This is an optimization exercise on Yosys and OpenROAD, whose aim is small area and a short achievable clock period, not a production implementation.
Function was checked by simulation only, so behaviour that the tests miss may differ from the original.
Power and IR drop assume default switching activity.

### flow/design.v
`default_nettype none
package cpu_pkg;
    typedef logic signed [15:0] data_t;
    localparam logic [4:0] REG_CODE_0 = 5'b10001;
    localparam logic [4:0] REG_CODE_1 = 5'b10010;
    localparam logic [4:0] REG_CODE_2 = 5'b01000;
    localparam logic [4:0] REG_CODE_3 = 5'b10111;
    localparam logic [4:0] REG_CODE_4 = 5'b11111;
    localparam logic [4:0] REG_CODE_5 = 5'b10000;
    localparam logic [5:0] OPC_RTYPE = 6'b000000;
    localparam logic [5:0] OPC_ADDI  = 6'b001000;
    localparam logic [5:0] FN_ADD   = 6'b100000;
    localparam logic [5:0] FN_MULT  = 6'b011000;
    localparam logic [5:0] FN_SHL   = 6'b000000;
    localparam logic [5:0] FN_SHR   = 6'b000010;
    localparam logic [5:0] FN_RELU  = 6'b110001;
    localparam logic [5:0] FN_LEAKY = 6'b110010;
    localparam int OPB_ADD   = 0;    
    localparam int OPB_SHL   = 1;
    localparam int OPB_SHR   = 2;
    localparam int OPB_MULT  = 3;
    localparam int OPB_LEAKY = 4;
    localparam int OPB_RELU  = 5;
    localparam int NOPB      = 6;
endpackage
`default_nettype wire
`default_nettype none
module inst_decoder (
    input  wire logic          clk,
    input  wire logic          rst_n,
    input  wire logic          in_valid,
    input  wire logic [31:0]   instruction,
    output logic               valid_q,
    output logic               fail_q,
    output logic [5:0]         rs_sel_q,    
    output logic [5:0]         rt_sel_q,    
    output logic               imm_a_q,     
    output logic               imm_b_q,     
    output logic [15:0]        imm_q,
    output logic [2:0]         wr_q,
    output logic [cpu_pkg::NOPB-1:0] op_q
);
    function automatic logic [5:0] onehot(input logic [4:0] code);
        logic [5:0] oh;
        oh[0] = (code == cpu_pkg::REG_CODE_0);
        oh[1] = (code == cpu_pkg::REG_CODE_1);
        oh[2] = (code == cpu_pkg::REG_CODE_2);
        oh[3] = (code == cpu_pkg::REG_CODE_3);
        oh[4] = (code == cpu_pkg::REG_CODE_4);
        oh[5] = (code == cpu_pkg::REG_CODE_5);
        onehot = oh;
    endfunction
    function automatic logic [2:0] encode(input logic [5:0] oh);
        encode = {oh[4] | oh[5], oh[2] | oh[3], oh[1] | oh[3] | oh[5]};
    endfunction
    logic [5:0] opcode, funct;
    logic [5:0] rs_oh, rt_oh, rd_oh;
    logic       is_addi, is_r;
    logic       f_add, f_mult, f_shl, f_shr, f_relu, f_leaky;
    logic       op_ok, fail;
    logic [cpu_pkg::NOPB-1:0] op;
    assign opcode = instruction[31:26];
    assign funct  = instruction[5:0];
    assign rs_oh  = onehot(instruction[25:21]);
    assign rt_oh  = onehot(instruction[20:16]);
    assign rd_oh  = onehot(instruction[15:11]);
    assign is_addi = (opcode == cpu_pkg::OPC_ADDI);
    assign is_r    = (opcode == cpu_pkg::OPC_RTYPE);
    assign f_add   = is_r && (funct == cpu_pkg::FN_ADD);
    assign f_mult  = is_r && (funct == cpu_pkg::FN_MULT);
    assign f_shl   = is_r && (funct == cpu_pkg::FN_SHL);
    assign f_shr   = is_r && (funct == cpu_pkg::FN_SHR);
    assign f_relu  = is_r && (funct == cpu_pkg::FN_RELU);
    assign f_leaky = is_r && (funct == cpu_pkg::FN_LEAKY);
    assign op_ok = is_addi | f_add | f_mult | f_shl | f_shr | f_relu | f_leaky;
    assign fail  = !op_ok || !(|rs_oh) || !(|rt_oh) || (!is_addi && !(|rd_oh));
    assign op[cpu_pkg::OPB_ADD]   = is_addi | f_add;
    assign op[cpu_pkg::OPB_SHL]   = f_shl;
    assign op[cpu_pkg::OPB_SHR]   = f_shr;
    assign op[cpu_pkg::OPB_MULT]  = f_mult;
    assign op[cpu_pkg::OPB_LEAKY] = f_leaky;
    assign op[cpu_pkg::OPB_RELU]  = f_relu;
    always_ff @(posedge clk or negedge rst_n) begin
        if (!rst_n) begin
            valid_q <= 1'b0;
        end else begin
            valid_q <= in_valid;
        end
    end
    always_ff @(posedge clk) begin
        fail_q   <= fail;
        rs_sel_q <= (f_shl | f_shr) ? 6'd0 : rs_oh;
        rt_sel_q <= is_addi ? 6'd0 : rt_oh;
        imm_a_q  <= f_shl | f_shr;
        imm_b_q  <= is_addi;
        imm_q    <= instruction[15:0];
        wr_q     <= encode(is_addi ? rt_oh : rd_oh);
        op_q     <= op;
    end
endmodule
`default_nettype wire
`default_nettype none
module radix4_multiplier (
    input  wire logic [15:0] a,
    input  wire logic [15:0] b,
    output logic [15:0] r0,
    output logic [15:0] r1,
    output logic        cin
);
    logic [7:0]  one, two, neg;
    logic [16:0] pp [8];
    logic [16:0] ax;
    logic [16:0] a2;
    assign ax = {a[15], a};
    assign a2 = {a, 1'b0};
    for (genvar j = 0; j < 8; j++) begin : g_booth
        logic b0, b1, b2;
        if (j == 0) begin : g_first
            assign b0 = 1'b0;
        end else begin : g_rest
            assign b0 = b[2*j-1];
        end
        assign b1 = b[2*j];
        assign b2 = b[2*j+1];
        assign one[j] = b1 ^ b0;
        assign two[j] = (b2 & ~b1 & ~b0) | (~b2 & b1 & b0);
        assign neg[j] = b2;
        assign pp[j] = (({17{one[j]}} & ax) | ({17{two[j]}} & a2)) ^ {17{neg[j]}};
    end
    logic s1, c2, s3, c4, s5, c6, s7, c8, s9, c10, s11, c12, s13, c14, s15, c16, s17, c18, s19, c20, s21, c22, s23, c24, s25, c26, s27, c28, s29, c30, s31, c32, s33, c34, s35, c36, s37, c38, s39, c40, s41, c42, s43, c44, s45, c46, s47, c48, s49, c50, s51, c52, s53, c54, s55, c56, s57, c58, s59, c60, s61, c62, s63, c64, s65, c66, s67, c68, s69, c70, s71, c72, s73, c74, s75, c76, s77, c78, s79, c80, s81, c82, s83, c84, s85, c86, s87, c88, s89, c90, s91, c92, s93, c94, s95, c96, s97, c98, s99, c100, s101, c102, s103, c104, s105, c106, s107, c108, s109, c110, s111, c112, s113, c114, s115, c116, s117, c118, s119, c120, s121, c122, s123, c124, s125, c126, s127, c128, s129, c130, s131, c132, s133, c134, s135, c136, s137, c138, s139, c140, s141, c142, s143, c144, s145, c146, s147, c148, s149, c150, s151, c152, s153, c154, s155, c156, s157, c158, s159, c160, s161, c162, s163, c164, s165, c166, s167, c168, s169, c170, s171, c172, s173, c174, s175, c176, s177, c178, s179, c180, s181, c182, s183, c184, s185, c186, s187, c188, s189, c190, s191, c192, s193, c194, s195, c196, s197, c198, s199, c200, s201, c202, s203, c204, s205, c206, s207, c208, s209, c210, s211, c212, s213, c214, s215, c216, s217, c218, s219, c220, s221, c222, s223, c224, s225, c226;
    assign s1 = neg[5] ^ pp[0][10];
    assign c2 = neg[5] & pp[0][10];
    assign s3 = pp[0][11] ^ pp[1][9];
    assign c4 = pp[0][11] & pp[1][9];
    assign s5 = neg[6] ^ pp[0][12] ^ pp[1][10];
    assign c6 = (neg[6] & pp[0][12]) | (neg[6] & pp[1][10]) | (pp[0][12] & pp[1][10]);
    assign s7 = pp[2][8] ^ pp[3][6];
    assign c8 = pp[2][8] & pp[3][6];
    assign s9 = pp[0][13] ^ pp[1][11] ^ pp[2][9];
    assign c10 = (pp[0][13] & pp[1][11]) | (pp[0][13] & pp[2][9]) | (pp[1][11] & pp[2][9]);
    assign s11 = pp[3][7] ^ pp[4][5];
    assign c12 = pp[3][7] & pp[4][5];
    assign s13 = neg[7] ^ pp[0][14] ^ pp[1][12];
    assign c14 = (neg[7] & pp[0][14]) | (neg[7] & pp[1][12]) | (pp[0][14] & pp[1][12]);
    assign s15 = pp[2][10] ^ pp[3][8] ^ pp[4][6];
    assign c16 = (pp[2][10] & pp[3][8]) | (pp[2][10] & pp[4][6]) | (pp[3][8] & pp[4][6]);
    assign s17 = pp[5][4] ^ pp[6][2];
    assign c18 = pp[5][4] & pp[6][2];
    assign s19 = pp[0][15] ^ pp[1][13] ^ pp[2][11];
    assign c20 = (pp[0][15] & pp[1][13]) | (pp[0][15] & pp[2][11]) | (pp[1][13] & pp[2][11]);
    assign s21 = pp[3][9] ^ pp[4][7] ^ pp[5][5];
    assign c22 = (pp[3][9] & pp[4][7]) | (pp[3][9] & pp[5][5]) | (pp[4][7] & pp[5][5]);
    assign s23 = pp[6][3] ^ pp[7][1];
    assign c24 = pp[6][3] & pp[7][1];
    assign s25 = pp[0][16] ^ pp[1][14] ^ pp[2][12];
    assign c26 = (pp[0][16] & pp[1][14]) | (pp[0][16] & pp[2][12]) | (pp[1][14] & pp[2][12]);
    assign s27 = pp[3][10] ^ pp[4][8] ^ pp[5][6];
    assign c28 = (pp[3][10] & pp[4][8]) | (pp[3][10] & pp[5][6]) | (pp[4][8] & pp[5][6]);
    assign s29 = pp[6][4] ^ pp[7][2];
    assign c30 = pp[6][4] & pp[7][2];
    assign s31 = pp[0][16] ^ pp[1][15] ^ pp[2][13];
    assign c32 = (pp[0][16] & pp[1][15]) | (pp[0][16] & pp[2][13]) | (pp[1][15] & pp[2][13]);
    assign s33 = pp[3][11] ^ pp[4][9] ^ pp[5][7];
    assign c34 = (pp[3][11] & pp[4][9]) | (pp[3][11] & pp[5][7]) | (pp[4][9] & pp[5][7]);
    assign s35 = pp[6][5] ^ pp[7][3];
    assign c36 = pp[6][5] & pp[7][3];
    assign s37 = ~pp[0][16] ^ ~pp[1][16] ^ pp[2][14];
    assign c38 = (~pp[0][16] & ~pp[1][16]) | (~pp[0][16] & pp[2][14]) | (~pp[1][16] & pp[2][14]);
    assign s39 = pp[3][12] ^ pp[4][10] ^ pp[5][8];
    assign c40 = (pp[3][12] & pp[4][10]) | (pp[3][12] & pp[5][8]) | (pp[4][10] & pp[5][8]);
    assign s41 = pp[6][6] ^ pp[7][4];
    assign c42 = pp[6][6] & pp[7][4];
    assign s43 = 1'b1 ^ pp[2][15] ^ pp[3][13];
    assign c44 = (1'b1 & pp[2][15]) | (1'b1 & pp[3][13]) | (pp[2][15] & pp[3][13]);
    assign s45 = pp[4][11] ^ pp[5][9] ^ pp[6][7];
    assign c46 = (pp[4][11] & pp[5][9]) | (pp[4][11] & pp[6][7]) | (pp[5][9] & pp[6][7]);
    assign s47 = ~pp[2][16] ^ pp[3][14] ^ pp[4][12];
    assign c48 = (~pp[2][16] & pp[3][14]) | (~pp[2][16] & pp[4][12]) | (pp[3][14] & pp[4][12]);
    assign s49 = 1'b1 ^ pp[3][15];
    assign c50 = 1'b1 & pp[3][15];
    assign s51 = neg[3] ^ pp[0][6];
    assign c52 = neg[3] & pp[0][6];
    assign s53 = pp[0][7] ^ pp[1][5];
    assign c54 = pp[0][7] & pp[1][5];
    assign s55 = neg[4] ^ pp[0][8] ^ pp[1][6];
    assign c56 = (neg[4] & pp[0][8]) | (neg[4] & pp[1][6]) | (pp[0][8] & pp[1][6]);
    assign s57 = pp[2][4] ^ pp[3][2];
    assign c58 = pp[2][4] & pp[3][2];
    assign s59 = pp[0][9] ^ pp[1][7] ^ pp[2][5];
    assign c60 = (pp[0][9] & pp[1][7]) | (pp[0][9] & pp[2][5]) | (pp[1][7] & pp[2][5]);
    assign s61 = pp[3][3] ^ pp[4][1];
    assign c62 = pp[3][3] & pp[4][1];
    assign s63 = pp[1][8] ^ pp[2][6] ^ pp[3][4];
    assign c64 = (pp[1][8] & pp[2][6]) | (pp[1][8] & pp[3][4]) | (pp[2][6] & pp[3][4]);
    assign s65 = pp[4][2] ^ pp[5][0] ^ s1;
    assign c66 = (pp[4][2] & pp[5][0]) | (pp[4][2] & s1) | (pp[5][0] & s1);
    assign s67 = pp[2][7] ^ pp[3][5] ^ pp[4][3];
    assign c68 = (pp[2][7] & pp[3][5]) | (pp[2][7] & pp[4][3]) | (pp[3][5] & pp[4][3]);
    assign s69 = pp[5][1] ^ c2 ^ s3;
    assign c70 = (pp[5][1] & c2) | (pp[5][1] & s3) | (c2 & s3);
    assign s71 = pp[4][4] ^ pp[5][2] ^ pp[6][0];
    assign c72 = (pp[4][4] & pp[5][2]) | (pp[4][4] & pp[6][0]) | (pp[5][2] & pp[6][0]);
    assign s73 = c4 ^ s7 ^ s5;
    assign c74 = (c4 & s7) | (c4 & s5) | (s7 & s5);
    assign s75 = pp[5][3] ^ pp[6][1] ^ c8;
    assign c76 = (pp[5][3] & pp[6][1]) | (pp[5][3] & c8) | (pp[6][1] & c8);
    assign s77 = s11 ^ c6 ^ s9;
    assign c78 = (s11 & c6) | (s11 & s9) | (c6 & s9);
    assign s79 = pp[7][0] ^ c12 ^ s17;
    assign c80 = (pp[7][0] & c12) | (pp[7][0] & s17) | (c12 & s17);
    assign s81 = c10 ^ s13 ^ s15;
    assign c82 = (c10 & s13) | (c10 & s15) | (s13 & s15);
    assign s83 = c18 ^ s23 ^ c14;
    assign c84 = (c18 & s23) | (c18 & c14) | (s23 & c14);
    assign s85 = c16 ^ s19 ^ s21;
    assign c86 = (c16 & s19) | (c16 & s21) | (s19 & s21);
    assign s87 = c24 ^ s29 ^ c20;
    assign c88 = (c24 & s29) | (c24 & c20) | (s29 & c20);
    assign s89 = c22 ^ s25 ^ s27;
    assign c90 = (c22 & s25) | (c22 & s27) | (s25 & s27);
    assign s91 = c30 ^ s35 ^ c26;
    assign c92 = (c30 & s35) | (c30 & c26) | (s35 & c26);
    assign s93 = c28 ^ s31 ^ s33;
    assign c94 = (c28 & s31) | (c28 & s33) | (s31 & s33);
    assign s95 = c36 ^ s41 ^ c32;
    assign c96 = (c36 & s41) | (c36 & c32) | (s41 & c32);
    assign s97 = c34 ^ s37 ^ s39;
    assign c98 = (c34 & s37) | (c34 & s39) | (s37 & s39);
    assign s99 = pp[7][5] ^ c42 ^ c38;
    assign c100 = (pp[7][5] & c42) | (pp[7][5] & c38) | (c42 & c38);
    assign s101 = c40 ^ s43 ^ s45;
    assign c102 = (c40 & s43) | (c40 & s45) | (s43 & s45);
    assign s103 = pp[5][10] ^ pp[6][8] ^ pp[7][6];
    assign c104 = (pp[5][10] & pp[6][8]) | (pp[5][10] & pp[7][6]) | (pp[6][8] & pp[7][6]);
    assign s105 = c44 ^ c46 ^ s47;
    assign c106 = (c44 & c46) | (c44 & s47) | (c46 & s47);
    assign s107 = pp[4][13] ^ pp[5][11] ^ pp[6][9];
    assign c108 = (pp[4][13] & pp[5][11]) | (pp[4][13] & pp[6][9]) | (pp[5][11] & pp[6][9]);
    assign s109 = pp[7][7] ^ s49 ^ c48;
    assign c110 = (pp[7][7] & s49) | (pp[7][7] & c48) | (s49 & c48);
    assign s111 = ~pp[3][16] ^ pp[4][14] ^ pp[5][12];
    assign c112 = (~pp[3][16] & pp[4][14]) | (~pp[3][16] & pp[5][12]) | (pp[4][14] & pp[5][12]);
    assign s113 = pp[6][10] ^ pp[7][8] ^ c50;
    assign c114 = (pp[6][10] & pp[7][8]) | (pp[6][10] & c50) | (pp[7][8] & c50);
    assign s115 = 1'b1 ^ pp[4][15] ^ pp[5][13];
    assign c116 = (1'b1 & pp[4][15]) | (1'b1 & pp[5][13]) | (pp[4][15] & pp[5][13]);
    assign s117 = pp[6][11] ^ pp[7][9];
    assign c118 = pp[6][11] & pp[7][9];
    assign s119 = ~pp[4][16] ^ pp[5][14] ^ pp[6][12];
    assign c120 = (~pp[4][16] & pp[5][14]) | (~pp[4][16] & pp[6][12]) | (pp[5][14] & pp[6][12]);
    assign s121 = 1'b1 ^ pp[5][15];
    assign c122 = 1'b1 & pp[5][15];
    assign s123 = neg[2] ^ pp[0][4];
    assign c124 = neg[2] & pp[0][4];
    assign s125 = pp[0][5] ^ pp[1][3];
    assign c126 = pp[0][5] & pp[1][3];
    assign s127 = pp[1][4] ^ pp[2][2] ^ pp[3][0];
    assign c128 = (pp[1][4] & pp[2][2]) | (pp[1][4] & pp[3][0]) | (pp[2][2] & pp[3][0]);
    assign s129 = pp[2][3] ^ pp[3][1] ^ c52;
    assign c130 = (pp[2][3] & pp[3][1]) | (pp[2][3] & c52) | (pp[3][1] & c52);
    assign s131 = pp[4][0] ^ c54 ^ s57;
    assign c132 = (pp[4][0] & c54) | (pp[4][0] & s57) | (c54 & s57);
    assign s133 = c58 ^ s61 ^ c56;
    assign c134 = (c58 & s61) | (c58 & c56) | (s61 & c56);
    assign s135 = c62 ^ c60 ^ s63;
    assign c136 = (c62 & c60) | (c62 & s63) | (c60 & s63);
    assign s137 = c64 ^ s67 ^ c66;
    assign c138 = (c64 & s67) | (c64 & c66) | (s67 & c66);
    assign s139 = c68 ^ s71 ^ c70;
    assign c140 = (c68 & s71) | (c68 & c70) | (s71 & c70);
    assign s141 = c72 ^ s75 ^ c74;
    assign c142 = (c72 & s75) | (c72 & c74) | (s75 & c74);
    assign s143 = c76 ^ s79 ^ c78;
    assign c144 = (c76 & s79) | (c76 & c78) | (s79 & c78);
    assign s145 = c80 ^ c82 ^ s83;
    assign c146 = (c80 & c82) | (c80 & s83) | (c82 & s83);
    assign s147 = c84 ^ c86 ^ s87;
    assign c148 = (c84 & c86) | (c84 & s87) | (c86 & s87);
    assign s149 = c88 ^ c90 ^ s91;
    assign c150 = (c88 & c90) | (c88 & s91) | (c90 & s91);
    assign s151 = c92 ^ c94 ^ s95;
    assign c152 = (c92 & c94) | (c92 & s95) | (c94 & s95);
    assign s153 = c96 ^ c98 ^ s99;
    assign c154 = (c96 & c98) | (c96 & s99) | (c98 & s99);
    assign s155 = s103 ^ c100 ^ c102;
    assign c156 = (s103 & c100) | (s103 & c102) | (c100 & c102);
    assign s157 = c104 ^ s107 ^ c106;
    assign c158 = (c104 & s107) | (c104 & c106) | (s107 & c106);
    assign s159 = c108 ^ s111 ^ s113;
    assign c160 = (c108 & s111) | (c108 & s113) | (s111 & s113);
    assign s161 = s117 ^ c112 ^ s115;
    assign c162 = (s117 & c112) | (s117 & s115) | (c112 & s115);
    assign s163 = pp[7][10] ^ c118 ^ c116;
    assign c164 = (pp[7][10] & c118) | (pp[7][10] & c116) | (c118 & c116);
    assign s165 = pp[6][13] ^ pp[7][11] ^ s121;
    assign c166 = (pp[6][13] & pp[7][11]) | (pp[6][13] & s121) | (pp[7][11] & s121);
    assign s167 = ~pp[5][16] ^ pp[6][14] ^ pp[7][12];
    assign c168 = (~pp[5][16] & pp[6][14]) | (~pp[5][16] & pp[7][12]) | (pp[6][14] & pp[7][12]);
    assign s169 = 1'b1 ^ pp[6][15];
    assign c170 = 1'b1 & pp[6][15];
    assign s171 = neg[1] ^ pp[0][2];
    assign c172 = neg[1] & pp[0][2];
    assign s173 = pp[0][3] ^ pp[1][1];
    assign c174 = pp[0][3] & pp[1][1];
    assign s175 = pp[1][2] ^ pp[2][0] ^ s123;
    assign c176 = (pp[1][2] & pp[2][0]) | (pp[1][2] & s123) | (pp[2][0] & s123);
    assign s177 = pp[2][1] ^ c124 ^ s125;
    assign c178 = (pp[2][1] & c124) | (pp[2][1] & s125) | (c124 & s125);
    assign s179 = c126 ^ s51 ^ s127;
    assign c180 = (c126 & s51) | (c126 & s127) | (s51 & s127);
    assign s181 = s53 ^ c128 ^ s129;
    assign c182 = (s53 & c128) | (s53 & s129) | (c128 & s129);
    assign s183 = s55 ^ c130 ^ s131;
    assign c184 = (s55 & c130) | (s55 & s131) | (c130 & s131);
    assign s185 = s59 ^ c132 ^ s133;
    assign c186 = (s59 & c132) | (s59 & s133) | (c132 & s133);
    assign s187 = s65 ^ c134 ^ s135;
    assign c188 = (s65 & c134) | (s65 & s135) | (c134 & s135);
    assign s189 = s69 ^ c136 ^ s137;
    assign c190 = (s69 & c136) | (s69 & s137) | (c136 & s137);
    assign s191 = s73 ^ c138 ^ s139;
    assign c192 = (s73 & c138) | (s73 & s139) | (c138 & s139);
    assign s193 = s77 ^ c140 ^ s141;
    assign c194 = (s77 & c140) | (s77 & s141) | (c140 & s141);
    assign s195 = s81 ^ c142 ^ s143;
    assign c196 = (s81 & c142) | (s81 & s143) | (c142 & s143);
    assign s197 = s85 ^ c144 ^ s145;
    assign c198 = (s85 & c144) | (s85 & s145) | (c144 & s145);
    assign s199 = s89 ^ c146 ^ s147;
    assign c200 = (s89 & c146) | (s89 & s147) | (c146 & s147);
    assign s201 = s93 ^ c148 ^ s149;
    assign c202 = (s93 & c148) | (s93 & s149) | (c148 & s149);
    assign s203 = s97 ^ c150 ^ s151;
    assign c204 = (s97 & c150) | (s97 & s151) | (c150 & s151);
    assign s205 = s101 ^ c152 ^ s153;
    assign c206 = (s101 & c152) | (s101 & s153) | (c152 & s153);
    assign s207 = s105 ^ c154 ^ s155;
    assign c208 = (s105 & c154) | (s105 & s155) | (c154 & s155);
    assign s209 = s109 ^ c156 ^ s157;
    assign c210 = (s109 & c156) | (s109 & s157) | (c156 & s157);
    assign s211 = c110 ^ s159 ^ c158;
    assign c212 = (c110 & s159) | (c110 & c158) | (s159 & c158);
    assign s213 = c114 ^ s161 ^ c160;
    assign c214 = (c114 & s161) | (c114 & c160) | (s161 & c160);
    assign s215 = s119 ^ c162 ^ s163;
    assign c216 = (s119 & c162) | (s119 & s163) | (c162 & s163);
    assign s217 = c120 ^ s165 ^ c164;
    assign c218 = (c120 & s165) | (c120 & c164) | (s165 & c164);
    assign s219 = c122 ^ s167 ^ c166;
    assign c220 = (c122 & s167) | (c122 & c166) | (s167 & c166);
    assign s221 = pp[7][13] ^ s169 ^ c168;
    assign c222 = (pp[7][13] & s169) | (pp[7][13] & c168) | (s169 & c168);
    assign s223 = ~pp[6][16] ^ pp[7][14] ^ c170;
    assign c224 = (~pp[6][16] & pp[7][14]) | (~pp[6][16] & c170) | (pp[7][14] & c170);
    assign s225 = 1'b1 ^ pp[7][15];
    assign c226 = 1'b1 & pp[7][15];
    logic [14:0] lo_x, lo_y;
    logic [15:0] lo_sum;
    assign lo_x[0] = neg[0];
    assign lo_y[0] = pp[0][0];
    assign lo_x[1] = pp[0][1];
    assign lo_y[1] = 1'b0;
    assign lo_x[2] = pp[1][0];
    assign lo_y[2] = s171;
    assign lo_x[3] = c172;
    assign lo_y[3] = s173;
    assign lo_x[4] = c174;
    assign lo_y[4] = s175;
    assign lo_x[5] = c176;
    assign lo_y[5] = s177;
    assign lo_x[6] = c178;
    assign lo_y[6] = s179;
    assign lo_x[7] = c180;
    assign lo_y[7] = s181;
    assign lo_x[8] = c182;
    assign lo_y[8] = s183;
    assign lo_x[9] = c184;
    assign lo_y[9] = s185;
    assign lo_x[10] = c186;
    assign lo_y[10] = s187;
    assign lo_x[11] = c188;
    assign lo_y[11] = s189;
    assign lo_x[12] = c190;
    assign lo_y[12] = s191;
    assign lo_x[13] = c192;
    assign lo_y[13] = s193;
    assign lo_x[14] = c194;
    assign lo_y[14] = s195;
    assign lo_sum = {1'b0, lo_x} + {1'b0, lo_y};
    assign cin = lo_sum[15];
    assign r0[0] = c196;
    assign r1[0] = s197;
    assign r0[1] = c198;
    assign r1[1] = s199;
    assign r0[2] = c200;
    assign r1[2] = s201;
    assign r0[3] = c202;
    assign r1[3] = s203;
    assign r0[4] = c204;
    assign r1[4] = s205;
    assign r0[5] = c206;
    assign r1[5] = s207;
    assign r0[6] = c208;
    assign r1[6] = s209;
    assign r0[7] = c210;
    assign r1[7] = s211;
    assign r0[8] = s213;
    assign r1[8] = c212;
    assign r0[9] = s215;
    assign r1[9] = c214;
    assign r0[10] = c216;
    assign r1[10] = s217;
    assign r0[11] = s219;
    assign r1[11] = c218;
    assign r0[12] = s221;
    assign r1[12] = c220;
    assign r0[13] = s223;
    assign r1[13] = c222;
    assign r0[14] = s225;
    assign r1[14] = c224;
    assign r0[15] = ~pp[7][16];
    assign r1[15] = c226;
endmodule
`default_nettype wire
`default_nettype none
module execute_stage (
    input  wire logic          clk,
    input  wire logic          rst_n,
    input  wire logic          valid_1,
    input  wire logic          fail_1,
    input  wire logic [2:0]    wr_1,
    input  wire logic [cpu_pkg::NOPB-1:0] op_1,
    input  wire logic [15:0]   a_1,
    input  wire logic [15:0]   b_1,
    output logic [5:0]         we,
    output logic [15:0]        wd,
    output logic               done,
    output logic               done_fail
);
    logic                      valid_2, fail_2;
    logic [2:0]                wr_2;
    logic [cpu_pkg::NOPB-1:0]  op_2;
    logic [15:0]               a_2, b_2;
    always_ff @(posedge clk or negedge rst_n) begin
        if (!rst_n) begin
            valid_2 <= 1'b0;
        end else begin
            valid_2 <= valid_1;
        end
    end
    always_ff @(posedge clk) begin
        fail_2 <= fail_1;
        wr_2   <= wr_1;
        op_2   <= op_1;
        a_2    <= a_1;
        b_2    <= b_1;
    end
    logic [15:0] m0, m1;
    logic        mc;
    radix4_multiplier i_mult (
        .a   (a_2),
        .b   (b_2),
        .r0  (m0),
        .r1  (m1),
        .cin (mc)
    );
    logic        neg_b, use_mul;
    logic [4:0]  shamt;
    logic [15:0] other;
    assign neg_b   = b_2[15];
    assign shamt   = a_2[10:6];
    assign use_mul = op_2[cpu_pkg::OPB_MULT] | (op_2[cpu_pkg::OPB_LEAKY] & neg_b);
    always_comb begin
        other = '0;
        if (op_2[cpu_pkg::OPB_ADD])
            other = a_2;
        if (op_2[cpu_pkg::OPB_SHL])
            other = b_2 << shamt;
        if (op_2[cpu_pkg::OPB_SHR])
            other = 16'($signed(b_2) >>> shamt);
        if ((op_2[cpu_pkg::OPB_RELU] | op_2[cpu_pkg::OPB_LEAKY]) & ~neg_b)
            other = b_2;
    end
    logic        valid_3, fail_3;
    logic [5:0]  we_3;
    logic [15:0] x_3, y_3;
    logic        c_3;
    always_ff @(posedge clk or negedge rst_n) begin
        if (!rst_n) begin
            valid_3 <= 1'b0;
            we_3    <= '0;
        end else begin
            valid_3 <= valid_2;
            for (int g = 0; g < 6; g++)
                we_3[g] <= valid_2 & ~fail_2 & (wr_2 == 3'(g));
        end
    end
    always_ff @(posedge clk) begin
        fail_3 <= fail_2;
        x_3    <= use_mul ? m0 : other;
        y_3    <= use_mul ? m1 : ({16{op_2[cpu_pkg::OPB_ADD]}} & b_2);
        c_3    <= use_mul & mc;
    end
    assign wd        = x_3 + y_3 + 16'(c_3);
    assign we        = we_3;
    assign done      = valid_3;
    assign done_fail = valid_3 & fail_3;
endmodule
`default_nettype wire
`default_nettype none
module reg_file (
    input  wire logic          clk,
    input  wire logic          rst_n,
    input  wire logic [5:0]    we,         
    input  wire logic [15:0]   wd,
    input  wire logic          done,       
    input  wire logic          done_fail,
    input  wire logic [5:0]    rs_sel,
    input  wire logic [5:0]    rt_sel,
    input  wire logic          imm_a,
    input  wire logic          imm_b,
    input  wire logic [15:0]   imm,
    output logic [15:0]        a,
    output logic [15:0]        b,
    output logic               out_valid,
    output logic               instruction_fail,
    output logic [15:0]        out_0,
    output logic [15:0]        out_1,
    output logic [15:0]        out_2,
    output logic [15:0]        out_3,
    output logic [15:0]        out_4,
    output logic [15:0]        out_5
);
    logic [15:0] regs [6];
    for (genvar g = 0; g < 6; g++) begin : g_reg
        always_ff @(posedge clk or negedge rst_n) begin
            if (!rst_n) begin
                regs[g] <= '0;
            end else if (we[g]) begin
                regs[g] <= wd;
            end
        end
    end
    always_ff @(posedge clk or negedge rst_n) begin
        if (!rst_n) begin
            out_valid        <= 1'b0;
            instruction_fail <= 1'b0;
        end else begin
            out_valid        <= done;
            instruction_fail <= done_fail;
        end
    end
    always_comb begin
        a = {16{imm_a}} & imm;
        b = {16{imm_b}} & imm;
        for (int g = 0; g < 6; g++) begin
            a = a | ({16{rs_sel[g]}} & regs[g]);
            b = b | ({16{rt_sel[g]}} & regs[g]);
        end
    end
    assign out_0 = {16{out_valid}} & regs[0];
    assign out_1 = {16{out_valid}} & regs[1];
    assign out_2 = {16{out_valid}} & regs[2];
    assign out_3 = {16{out_valid}} & regs[3];
    assign out_4 = {16{out_valid}} & regs[4];
    assign out_5 = {16{out_valid}} & regs[5];
endmodule
`default_nettype wire
`default_nettype none
module cpu_top #(
    parameter int FRAC_BITS = 15
) (
    input  wire logic         clk,
    input  wire logic         rst_n,
    input  wire logic         in_valid,
    input  wire logic [31:0]  instruction,
    output logic              out_valid,
    output logic              instruction_fail,
    output cpu_pkg::data_t    out_0,
    output cpu_pkg::data_t    out_1,
    output cpu_pkg::data_t    out_2,
    output cpu_pkg::data_t    out_3,
    output cpu_pkg::data_t    out_4,
    output cpu_pkg::data_t    out_5
);
    logic                      valid_1, fail_1;
    logic [5:0]                rs_sel, rt_sel;
    logic                      imm_a, imm_b;
    logic [15:0]               imm;
    logic [2:0]                wr_1;
    logic [cpu_pkg::NOPB-1:0]  op_1;
    logic [15:0]               a_1, b_1;
    logic [5:0]                we;
    logic [15:0]               wd;
    logic                      done, done_fail;
    inst_decoder i_decoder (
        .clk         (clk),
        .rst_n       (rst_n),
        .in_valid    (in_valid),
        .instruction (instruction),
        .valid_q     (valid_1),
        .fail_q      (fail_1),
        .rs_sel_q    (rs_sel),
        .rt_sel_q    (rt_sel),
        .imm_a_q     (imm_a),
        .imm_b_q     (imm_b),
        .imm_q       (imm),
        .wr_q        (wr_1),
        .op_q        (op_1)
    );
    reg_file i_regs (
        .clk              (clk),
        .rst_n            (rst_n),
        .we               (we),
        .wd               (wd),
        .done             (done),
        .done_fail        (done_fail),
        .rs_sel           (rs_sel),
        .rt_sel           (rt_sel),
        .imm_a            (imm_a),
        .imm_b            (imm_b),
        .imm              (imm),
        .a                (a_1),
        .b                (b_1),
        .out_valid        (out_valid),
        .instruction_fail (instruction_fail),
        .out_0            (out_0),
        .out_1            (out_1),
        .out_2            (out_2),
        .out_3            (out_3),
        .out_4            (out_4),
        .out_5            (out_5)
    );
    execute_stage i_execute (
        .clk       (clk),
        .rst_n     (rst_n),
        .valid_1   (valid_1),
        .fail_1    (fail_1),
        .wr_1      (wr_1),
        .op_1      (op_1),
        .a_1       (a_1),
        .b_1       (b_1),
        .we        (we),
        .wd        (wd),
        .done      (done),
        .done_fail (done_fail)
    );
endmodule
`default_nettype wire
### flow/run.sh
#!/bin/bash
# synth_recipe.tcl (not shown) runs the flow's synth.tcl, then flattens the netlist and writes it again
# the make line also repeats each setting of config.mk as NAME=value (left out here)
make -C /OpenROAD-flow-scripts/flow DESIGN_CONFIG=/design/flow/config.mk WORK_HOME=/design/flow/orfs CLKGATE_MAP_FILE= SYNTH_SCRIPT=/design/flow/synth_recipe.tcl finish
### flow/config.mk
export PLATFORM = sky130hd
export DESIGN_NAME = cpu_top
export DESIGN_NICKNAME = cpu_top
export VERILOG_FILES = /design/flow/design.v
export SDC_FILE = /design/flow/constraint.sdc
export NUM_CORES = 4
export LEC_CHECK = 0
export CAP_MARGIN = 20
export CORE_MARGIN = 2
export CORE_UTILIZATION = 40
export SLEW_MARGIN = 20
### flow/constraint.sdc
create_clock -name core_clock -period 5.0 [get_ports {clk}]
set_input_delay 1.0000 -clock core_clock [delete_from_list [all_inputs] [get_ports {clk}]]
set_output_delay 1.0000 -clock core_clock [all_outputs]
set_load 0.01 [all_outputs]
==> impl_metrics.csv <==
group,metric,value,unit
synth,yosys.cell_types.count,77,
pwr,fin_total_pwr,0.003982,W
clock_network,hold_buffers,0,
global_route,grt_pass1_vias,17250,
flow_run,cap_violations,0,
clock_network,cts_tree,"built",
route,drt_iter0_markers,2252,
sta,finalMaxSlewViolations,0,
synth,synth_edf_count,0,
pwr,leakagePower,8.439,nW
clock_network,htree_num_levels,1,
sta,worst_pin_slew,1.140,ns
finish,synthToLayoutAreaGrowth,13.60,%
die,start_util,0.4050,
finish,layout_common_cells,"nor2_1, nand2_1, a21oi_1",
synth,yosysSeqAreaShare,0.2652,
synth,syn-num-nets,2459,
global_route,grt_max_degree,78,
route,dr.pass1.iters,8,
setup_path,endpoint_kind,"flip-flop",
sta,hold_viol_final,0,
clock_network,ctsResizeCount,0,
die,pin_count,133,
route,wl_per_cell,23.52,µm
global_route,grt_pass1_wl,105100,µm
pwr,clkPwrFrac,0.501,
sta,hold_slack,0.3289,ns
run_status,outcome,"complete, no violations",
die,die_y,221.1,µm
setup_path,cp_data_arrival_time,4.91,ns
place,pre_cts_slack,0.5589,ns
hold_path,hold_class,"reg2reg",
clock_network,cts_setup_buffers,0,
synth,async_flop_share,0.4798,
pwr,netSwitchingFraction,0.2404,
setup_path,crit_type,"reg2reg",
route,ant_nets,0,
sta,relSlewSlack,0.2370,
setup_path,crit_fanout,17,
pwr,p_switching,0.0009573,W
synth,ys_ff_latch,223,
finish,fin_nets,2449,
sta,fmax,222.5,MHz
clock_network,root_buffer,"clkbuf_16",
place,portBuffers,132,
sta,finalCritPeriodShare,0.8987,
die,rows,79,
setup_path,crit_top_cell,"fa_1",
setup_path,cp-start-kind,"flip-flop",
route,drt_wl_total,68300,µm
setup_path,crit_buf_inv,2,
global_route,antenna_found_initial,2,
die,fp.dieW,221.1,µm
finish,drive_gt1_frac,0.09974,
sta,rsz0062_at_grt,"no",
clock_network,path_clk_slew,0.06,ns
clock_network,numCtsBuffers,26,
pwr,p_int,0.003024,W
clock_network,clock_path_buffers,3,
route,vias_per_cell,6.224,
synth,yosysWarnings,6,
pwr,power_per_cell_area,185.9,nW/µm²
synth,synth_ff_type,"dfxtp_1",
synth,synth_top_area_frac,0.1420,
sta,finalWorstSetupSlack,0.5065,ns
setup_path,path_delay_family,"adder cells",
pwr,irDropWorstVdd,0.0002484,V
clock_network,clk_latency,0.57,ns
synth,yosys-top-cells-area,"dfrtp_1, dfxtp_1, fa_1",
route,drc_errors,0,
place,post-dp-hpwl,47990,µm
setup_path,cpPeakStageDelay,0.65,ns
global_route,grt_remaining_overflow,0,
synth,synth_area_leader_cell,"dfrtp_1",
synth,avgSynthCellArea,8.247,µm²
pwr,seqPwrFrac,0.461,
setup_path,cp.required,5.42,ns
synth,synth_area,18850,µm²
pwr,p_comb_frac,0.038,
sta,clock_skew,0.03880,ns
sta,setup_tns,0,ns
die,dieArea,48890,µm²
die,coreArea,46560,µm²
route,dr_total_vias,18080,
global_route,track_usage,0.2719,
clock_network,clock_sinks,223,
place,gp_congestion,0.9321,
finish,mostFrequentLayoutCell,"nor2_1",
sta,fin_crit,4.494,ns
synth,postSynthCellCount,2286,
setup_path,crit_path_top_delay_cell,"dfxtp_1",
sta,finalSetupViolations,0,
setup_path,crit_chain,"nand2_1, a211oi_1, nor2_1, a221oi_1, ha_1, inv_1, fa_1, fa_1, fa_1, inv_1, ha_1, a21o_1, a21o_1, a211oi_1, a21oi_1",
[power by group through the flow]
| stage | registers (W) | clock network [W] | logic (W) |
|---|---|---|---|
| detailed placement | 0.00187 | 0 | 0.000148 |
| finish | 0.00183 | 0.00199 | 0.000152 |
| global placement | 0.00187 | 0 | 0.000146 |
| global route | 0.00183 | 0.00210 | 0.000170 |
| floorplan | 0.00185 | 0 | 0.0000770 |
| CTS | 0.00183 | 0.00202 | 0.000149 |
[final timing paths]
check                                                end                      start  cells after the start  slack [ns]
max                                i_execute.c_3$_DFF_P_   i_execute.b_2[2]$_DFF_P_                     15        0.51
min reg2reg                    i_execute.wr_2[2]$_DFF_P_  i_decoder.wr_q[2]$_DFF_P_                      0        0.33
max in group asynchronous  i_regs.regs[3][2]$_DFFE_PN0P_                      rst_n                      3        3.58
min                            i_execute.wr_2[2]$_DFF_P_  i_decoder.wr_q[2]$_DFF_P_                      0        0.33
min in group asynchronous  i_regs.regs[2][9]$_DFFE_PN0P_                      rst_n                      1        0.35
max reg2reg                        i_execute.c_3$_DFF_P_   i_execute.b_2[2]$_DFF_P_                     15        0.51
[sequential cells by signal (all words and copies together), names as in the netlist, 3 cells and up]
signal              count
i_decoder.wr_q          3
i_execute.y_3          16
i_regs.regs            96
i_execute.x_3          16
i_execute.b_2          16
i_decoder.rt_sel_q      6
i_execute.wr_2          3
i_decoder.imm_q        16
i_execute.op_2          6
i_decoder.rs_sel_q      6
i_execute.we_3          6
i_execute.a_2          16
i_decoder.op_q          6
[area by class of cell]
class,count,area [µm²]
inverter,117,439.2
tap,607,759.5
antenna,1,2.502
fill,4525,25140
clock inverter,18,192.7
multi-input combinational,1702,12370
timing repair buffer,206,1919
sequential,223,5011
clock buffer,30,718.2
[layer usage]
layer / global-route usage / routed length (µm)
met1: 0.3868 / 29310
met2: 0.4311 / 31190
met5: 0 / 0
met4: 0.07772 / 1888
met3: 0.03705 / 5911
[cells in the mapped netlist (10+ instances only)]
cell type / n
nor2_1: 203
nand2_1: 202
a21oi_1: 174
clkbuf_1: 171
dfxtp_1: 116
o21ai_0: 116
inv_1: 115
a22oi_1: 112
and2_1: 107
dfrtp_1: 107
fa_1: 91
nand3_1: 72
mux2_2: 63
a221oi_1: 58
o22ai_1: 53
nor2b_1: 51
ha_1: 47
a222oi_1: 32
buf_1: 31
a211oi_1: 29
buf_2: 29
maj3_1: 28
nor3_1: 25
xor2_1: 24
o211ai_1: 22
mux4_2: 17
xnor2_1: 17
mux2i_1: 16
o31ai_1: 10
[stage by stage]
stage	utilization	cell area [µm²]	instances
2_1_floorplan	-	18850	2286
3_3_place_gp	0.4398	20480	2854
3_5_place_dp	0.4398	20480	2854
4_1_cts	0.4594	21390	2902
5_1_grt	0.4600	21410	2903
6_report	0.4600	21420	2904
[logic make-up (layout without fill, tap and decap cells)]
logic type,count (synthesis),count (layout),share of synthesized area
AO/OA/AOI/OAI,670,670,0.2371
other,0,1,0
XOR/XNOR,41,41,0.01905
AND/OR/NAND/NOR,722,722,0.1828
buffers and inverters,361,371,0.07844
adder cells (fa/ha/maj),166,166,0.1427
multiplexers,103,103,0.07479
flip-flops,223,223,0.2652

-- port drivers added, routing unchanged --
The results above use ideal ports. As a check the final layout listed here was re-extracted and re-timed, cells and wires unchanged. Step 1: set_driving_cell puts a clkbuf_16 on clk and a buf_2 on each other input, an assumption about the parent block. Step 2, shift: input delay + t, output delay - t, t = (earliest + latest rising clock arrival at the registers) / 2. This alone moves slack from input paths to output paths. a / b / c = ideal ports / drivers / drivers and shift; a / b = the first two.
t, ns: 0.601
setup slack, ns: 0.506 / 0.506 / 0.506
latest minus earliest clock arrival (ns): 0.039 / 0.039
worst slew at a driven data input, ns: 0.04
After both steps setup and hold are still met in this run. For this run, drivers alone change the setup slack by 0.000 ns; drivers and shift together by 0.000 ns.
